Context: an optimization exercise on an open-source flow, tuned for small area, a short achievable clock period and few clock cycles per item. The choices shown serve that exercise and are no tape-out recipe. At most, simulation tests tie the RTL to the original design; equivalence was not proved.

Setup of JK:
==> flow/design.v <==
package alu_ops_pkg;
    localparam int DATA_W    = 32;
    localparam int HALF_W    = 16;
    localparam int BYTE_W    = 8;
    localparam int DIV_STEPS = 17;
    typedef enum logic [4:0] {
        NOP,
        OR,
        AND,
        EOR,
        ADD,
        SUB,
        CMP,
        ADDX,
        SUBX,
        MOVE,
        ASL,
        LSL,
        ROL,
        ROXL,
        ASR,
        LSR,
        ROR,
        ROXR,
        DIV
    } alu_op_e;
    typedef enum logic [1:0] {
        BYTE = 2'd0,
        WORD = 2'd1,
        LONG = 2'd2
    } alu_size_e;
    typedef struct packed {
        alu_op_e           op;
        alu_size_e         size;
        logic              div_signed;
        logic [DATA_W-1:0] operand1;
        logic [DATA_W-1:0] operand2;
    } alu_req_t;
    function automatic logic size_msb(input logic [DATA_W-1:0] data, input logic [1:0] size);
        case (size)
            BYTE:    size_msb = data[BYTE_W-1];
            WORD:    size_msb = data[HALF_W-1];
            default: size_msb = data[DATA_W-1];
        endcase
    endfunction
    function automatic logic size_zero(input logic [DATA_W-1:0] data, input logic [1:0] size);
        case (size)
            BYTE:    size_zero = data[BYTE_W-1:0] == '0;
            WORD:    size_zero = data[HALF_W-1:0] == '0;
            default: size_zero = data == '0;
        endcase
    endfunction
endpackage
package alu_flags_pkg;
    typedef struct packed {
        logic x;
        logic n;
        logic z;
        logic v;
        logic c;
    } alu_ccr_t;
    typedef struct packed {
        logic [15:0] remainder;
        logic [15:0] quotient;
    } alu_div_word_t;
    typedef union packed {
        logic [31:0] long_word;
        alu_div_word_t     div;
    } alu_result_u;
    typedef struct packed {
        alu_result_u result;
        alu_ccr_t    ccr;
    } alu_unit_out_t;
    typedef struct packed {
        logic        done;
        logic        trap;
        logic        overflow;
        logic        zero_div;
        alu_result_u result;
    } alu_div_status_t;
endpackage
`timescale 1ns/1ps
module alu_divider
(
    input  logic        clock,
    input  logic        reset_n,
    input  logic        div_req,
    input  logic        div_signed,
    input  logic [31:0] dividend,
    input  logic [15:0] divisor,
    output logic        div_ready,
    output logic        zero_div,     
    output logic        collect,      
    output logic        overflow,     
    output logic [31:0] div_word,     
    output logic        quo_n,        
    output logic        quo_z         
);
    logic        pending;
    logic        busy;
    logic [2:0]  cnt;
    logic [15:0] rem_q;
    logic [15:0] quo_q;
    logic [15:0] dvs_q;     
    logic        dcin_q;    
    logic        signed_q;
    logic        quo_neg_q;
    logic        rem_neg_q;
    logic        ovf_q;
    logic        start;
    logic        a_neg;
    logic        d_neg;
    logic [31:0] a_abs;
    logic [15:0] dvs_in;
    logic        dcin_in;
    logic [17:0] ovf_sum;
    assign div_ready = !busy;
    assign zero_div  = div_req && !pending && (divisor == 16'd0);
    assign start     = div_req && !pending && (divisor != 16'd0);
    assign collect   = div_req && pending;
    assign a_neg   = div_signed && dividend[31];
    assign d_neg   = div_signed && divisor[15];
    assign a_abs   = a_neg ? -dividend : dividend;
    assign dvs_in  = d_neg ? divisor : ~divisor;
    assign dcin_in = !d_neg;
    assign ovf_sum = {2'b00, a_abs[31:16]} + {2'b01, dvs_in} + {17'd0, dcin_in};
    logic [16:0] t1, t2;
    logic [17:0] s1, s2;
    logic [15:0] r1, r2;
    logic        q1, q2;
    assign t1 = {rem_q, quo_q[15]};
    assign s1 = {1'b0, t1} + {2'b01, dvs_q} + {17'd0, dcin_q};
    assign q1 = s1[17];
    assign r1 = q1 ? s1[15:0] : t1[15:0];
    assign t2 = {r1, quo_q[14]};
    assign s2 = {1'b0, t2} + {2'b01, dvs_q} + {17'd0, dcin_q};
    assign q2 = s2[17];
    assign r2 = q2 ? s2[15:0] : t2[15:0];
    always_ff @(posedge clock or negedge reset_n) begin
        if (!reset_n) begin
            pending <= 1'b0;
            busy    <= 1'b0;
        end else begin
            if (start) begin
                pending <= 1'b1;
                busy    <= 1'b1;
            end else begin
                if (collect) pending <= 1'b0;
                if (cnt == 3'd7) busy <= 1'b0;
            end
        end
    end
    always_ff @(posedge clock) begin
        if (start) begin
            cnt       <= 3'd0;
            rem_q     <= a_abs[31:16];
            quo_q     <= a_abs[15:0];
            dvs_q     <= dvs_in;
            dcin_q    <= dcin_in;
            signed_q  <= div_signed;
            quo_neg_q <= a_neg ^ d_neg;
            rem_neg_q <= a_neg;
            ovf_q     <= ovf_sum[17];
        end else if (busy) begin
            cnt   <= cnt + 3'd1;
            rem_q <= r2;
            quo_q <= {quo_q[13:0], q1, q2};
        end
    end
    logic quo_nz;
    assign quo_nz   = quo_q != 16'd0;
    assign overflow = ovf_q | (signed_q & (quo_neg_q ? (quo_q[15] & (quo_q[14:0] != 15'd0))
                                                     : quo_q[15]));
    assign quo_n    = quo_neg_q ? quo_nz : quo_q[15];
    assign quo_z    = !quo_nz;
    assign div_word = {rem_neg_q ? -rem_q : rem_q, quo_neg_q ? -quo_q : quo_q};
endmodule
`timescale 1ns/1ps
module alu_top
(
    input  logic        clock,
    input  logic        reset_n,
    input  logic [4:0]  op,
    input  logic [1:0]  size,
    input  logic        div_signed,
    input  logic [31:0] operand1,
    input  logic [31:0] operand2,
    output logic [31:0] result,
    output logic [4:0]  ccr,
    output logic        div_trap,
    output logic        div_ready
);
    logic [31:0] a, b;
    logic        x_q, n_q, z_q, v_q, c_q;
    assign a   = operand1;
    assign b   = operand2;
    assign ccr = {x_q, n_q, z_q, v_q, c_q};
    logic op_or, op_and, op_eor, op_add, op_sub, op_cmp, op_addx, op_subx, op_move;
    logic op_asl, op_lsl, op_rol, op_roxl, op_asr, op_lsr, op_ror, op_roxr, op_div;
    assign op_or   = op == 5'd1;
    assign op_and  = op == 5'd2;
    assign op_eor  = op == 5'd3;
    assign op_add  = op == 5'd4;
    assign op_sub  = op == 5'd5;
    assign op_cmp  = op == 5'd6;
    assign op_addx = op == 5'd7;
    assign op_subx = op == 5'd8;
    assign op_move = op == 5'd9;
    assign op_asl  = op == 5'd10;
    assign op_lsl  = op == 5'd11;
    assign op_rol  = op == 5'd12;
    assign op_roxl = op == 5'd13;
    assign op_asr  = op == 5'd14;
    assign op_lsr  = op == 5'd15;
    assign op_ror  = op == 5'd16;
    assign op_roxr = op == 5'd17;
    assign op_div  = op == 5'd18;
    logic is_logic, is_arith, is_left, is_right, subtract, extended;
    assign is_logic = op_or | op_and | op_eor | op_move;
    assign is_arith = op_add | op_sub | op_cmp | op_addx | op_subx;
    assign is_left  = op_asl | op_lsl | op_rol | op_roxl;
    assign is_right = op_asr | op_lsr | op_ror | op_roxr;
    assign subtract = op_sub | op_cmp | op_subx;
    assign extended = op_addx | op_subx;
    function automatic logic msb_of(input logic [31:0] d, input logic [1:0] s);
        case (s)
            2'd0:    msb_of = d[7];
            2'd1:    msb_of = d[15];
            default: msb_of = d[31];
        endcase
    endfunction
    function automatic logic zero_of(input logic [31:0] d, input logic [1:0] s);
        case (s)
            2'd0:    zero_of = d[7:0] == 8'd0;
            2'd1:    zero_of = d[15:0] == 16'd0;
            default: zero_of = d == 32'd0;
        endcase
    endfunction
    logic        xin;
    logic [31:0] sum;
    assign xin = extended & x_q;
    assign sum = a + (b ^ {32{subtract}}) + {31'd0, subtract ^ xin};
    logic [31:0] lres;
    always_comb begin
        case (1'b1)
            op_or:   lres = a | b;
            op_and:  lres = a & b;
            op_eor:  lres = a ^ b;
            default: lres = a;
        endcase
    end
    logic        dm;
    logic        lbit, rbit;
    logic [31:0] shres;
    assign dm   = msb_of(a, size);
    assign lbit = (op_rol & dm) | (op_roxl & x_q);
    assign rbit = (op_asr & dm) | (op_ror & a[0]) | (op_roxr & x_q);
    always_comb begin
        if (is_left) begin
            shres = {a[30:0], lbit};
        end else begin
            shres = {1'b0, a[31:1]};
            case (size)
                2'd0:    shres[7]  = rbit;
                2'd1:    shres[15] = rbit;
                default: shres[31] = rbit;
            endcase
        end
    end
    logic [31:0] res;
    always_comb begin
        if (is_arith)                 res = sum;
        else if (is_left | is_right)  res = shres;
        else                          res = lres;
    end
    logic rm, rz, sm, bm, carry;
    assign rm    = msb_of(res, size);
    assign rz    = zero_of(res, size);
    assign sm    = msb_of(b, size);
    assign bm    = sm ^ subtract;
    assign carry = (dm & bm) | (~rm & (dm | bm));
    logic        dv_zero_div, dv_collect, dv_overflow, dv_n, dv_z;
    logic [31:0] dv_word;
    alu_divider u_div (
        .clock      (clock),
        .reset_n    (reset_n),
        .div_req    (op_div),
        .div_signed (div_signed),
        .dividend   (a),
        .divisor    (b[15:0]),
        .div_ready  (div_ready),
        .zero_div   (dv_zero_div),
        .collect    (dv_collect),
        .overflow   (dv_overflow),
        .div_word   (dv_word),
        .quo_n      (dv_n),
        .quo_z      (dv_z)
    );
    always_ff @(posedge clock or negedge reset_n) begin
        if (!reset_n) begin
            result   <= 32'd0;
            x_q      <= 1'b0;
            n_q      <= 1'b0;
            z_q      <= 1'b0;
            v_q      <= 1'b0;
            c_q      <= 1'b0;
            div_trap <= 1'b0;
        end else begin
            if (is_logic) begin
                result <= res;
                n_q    <= rm;
                z_q    <= rz;
                v_q    <= 1'b0;
                c_q    <= 1'b0;
            end
            if (is_arith) begin
                if (!op_cmp) result <= res;
                n_q <= rm;
                z_q <= extended ? (z_q & rz) : rz;
                v_q <= (dm == bm) & (rm != dm);
                c_q <= carry ^ subtract;
                if (!op_cmp) x_q <= carry ^ subtract;
            end
            if (is_left) begin
                result <= res;
                n_q    <= rm;
                z_q    <= rz;
                v_q    <= op_asl & (rm ^ dm);
                c_q    <= dm;
                if (!op_rol) x_q <= dm;
            end
            if (is_right) begin
                result <= res;
                n_q    <= rm;
                z_q    <= rz;
                v_q    <= 1'b0;
                c_q    <= a[0];
                if (!op_ror) x_q <= a[0];
            end
            if (dv_zero_div) begin
                div_trap <= 1'b1;
                n_q      <= 1'b0;
                z_q      <= 1'b0;
                v_q      <= 1'b0;
                c_q      <= 1'b0;
            end
            if (dv_collect) begin
                div_trap <= dv_overflow;
                n_q      <= dv_overflow | dv_n;
                z_q      <= !dv_overflow & dv_z;
                v_q      <= dv_overflow;
                c_q      <= 1'b0;
                if (!dv_overflow) result <= dv_word;
            end
        end
    end
endmodule
make LEC_CHECK=0 ABC_AREA=1 CAP_MARGIN=20 CORE_MARGIN=2 CORE_UTILIZATION=60 SETUP_SLACK_MARGIN=1.5 SLEW_MARGIN=20 finish   # period 6.0 ns
run.sh (not shown) runs the stock make flow with config.mk's settings and CLKGATE_MAP_FILE= SYNTH_SCRIPT=/design/flow/synth_recipe.tcl, a recipe that flattens the netlist after the stock synthesis.
Testbench counts of JK, summed over its fixed seeds: cycles 22,090, ops 19,200.
[inputs] MS vs JK
--- a/flow/design.v
+++ b/flow/design.v
@@ -97,4 +97,20 @@
     output logic        quo_z         
 );
+    function automatic logic [31:0] cneg32(input logic [31:0] x, input logic en);
+        logic seen;
+        seen = 1'b0;
+        for (int i = 0; i < 32; i++) begin
+            cneg32[i] = x[i] ^ (en & seen);
+            seen      = seen | x[i];
+        end
+    endfunction
+    function automatic logic [15:0] cneg16(input logic [15:0] x, input logic en);
+        logic seen;
+        seen = 1'b0;
+        for (int i = 0; i < 16; i++) begin
+            cneg16[i] = x[i] ^ (en & seen);
+            seen      = seen | x[i];
+        end
+    endfunction
     logic        pending;
     logic        busy;
@@ -174,5 +190,5 @@
     assign quo_n    = quo_neg_q ? quo_nz : quo_q[15];
     assign quo_z    = !quo_nz;
-    assign div_word = {rem_neg_q ? -rem_q : rem_q, quo_neg_q ? -quo_q : quo_q};
+    assign div_word = {cneg16(rem_q, rem_neg_q), cneg16(quo_q, quo_neg_q)};
 endmodule
 `timescale 1ns/1ps
## What came out
- Cells: MS has fewer instances than JK
- Clock latency reported for the late side of the worst-skew pair: JK vs MS — no meaningful difference
- Lower synthesized cell count was reported by MS, not JK.
- Looking at the reports, MS completed the entire flow and the layout it produced met the timing, design-rule and antenna checks.
- Relative to JK, unique cell type count in the Yosys netlist has decreased by about 13% in MS.
- Changes observed in MS relative to JK: synthesis-to-finish area growth +1.3 points; number of gates resized after cts +1.
Function not checked in MS: the RTL went through the layout flow alone.

[separate check: timing with driven ports]
Ports are ideal in the flow. The routed layouts listed here were re-timed in OpenROAD.
Step 1, drivers: a clkbuf_16 drives clock and a buf_2 each remaining input, both assumed.
Step 2 times the ports against the registers' clock, not the clock port: input delays grow and output delays shrink by t, the midpoint of the rising clock arrivals with the driver on.
Slacks: ideal ports / drivers / drivers and shift; pairs: ideal ports / drivers.
run | t, ns | slack for setup (ns) | worst data-port slew with drivers (ns)
JK | 0.400 | 1.613 / 1.639 / 1.239 | 0.04
MS | 0.409 | 1.549 / 1.566 / 1.157 | 0.06
After both steps every run listed still meets setup and hold. For MS, which loses most, drivers alone change the setup slack by +0.017 ns; drivers and shift together by -0.392 ns.
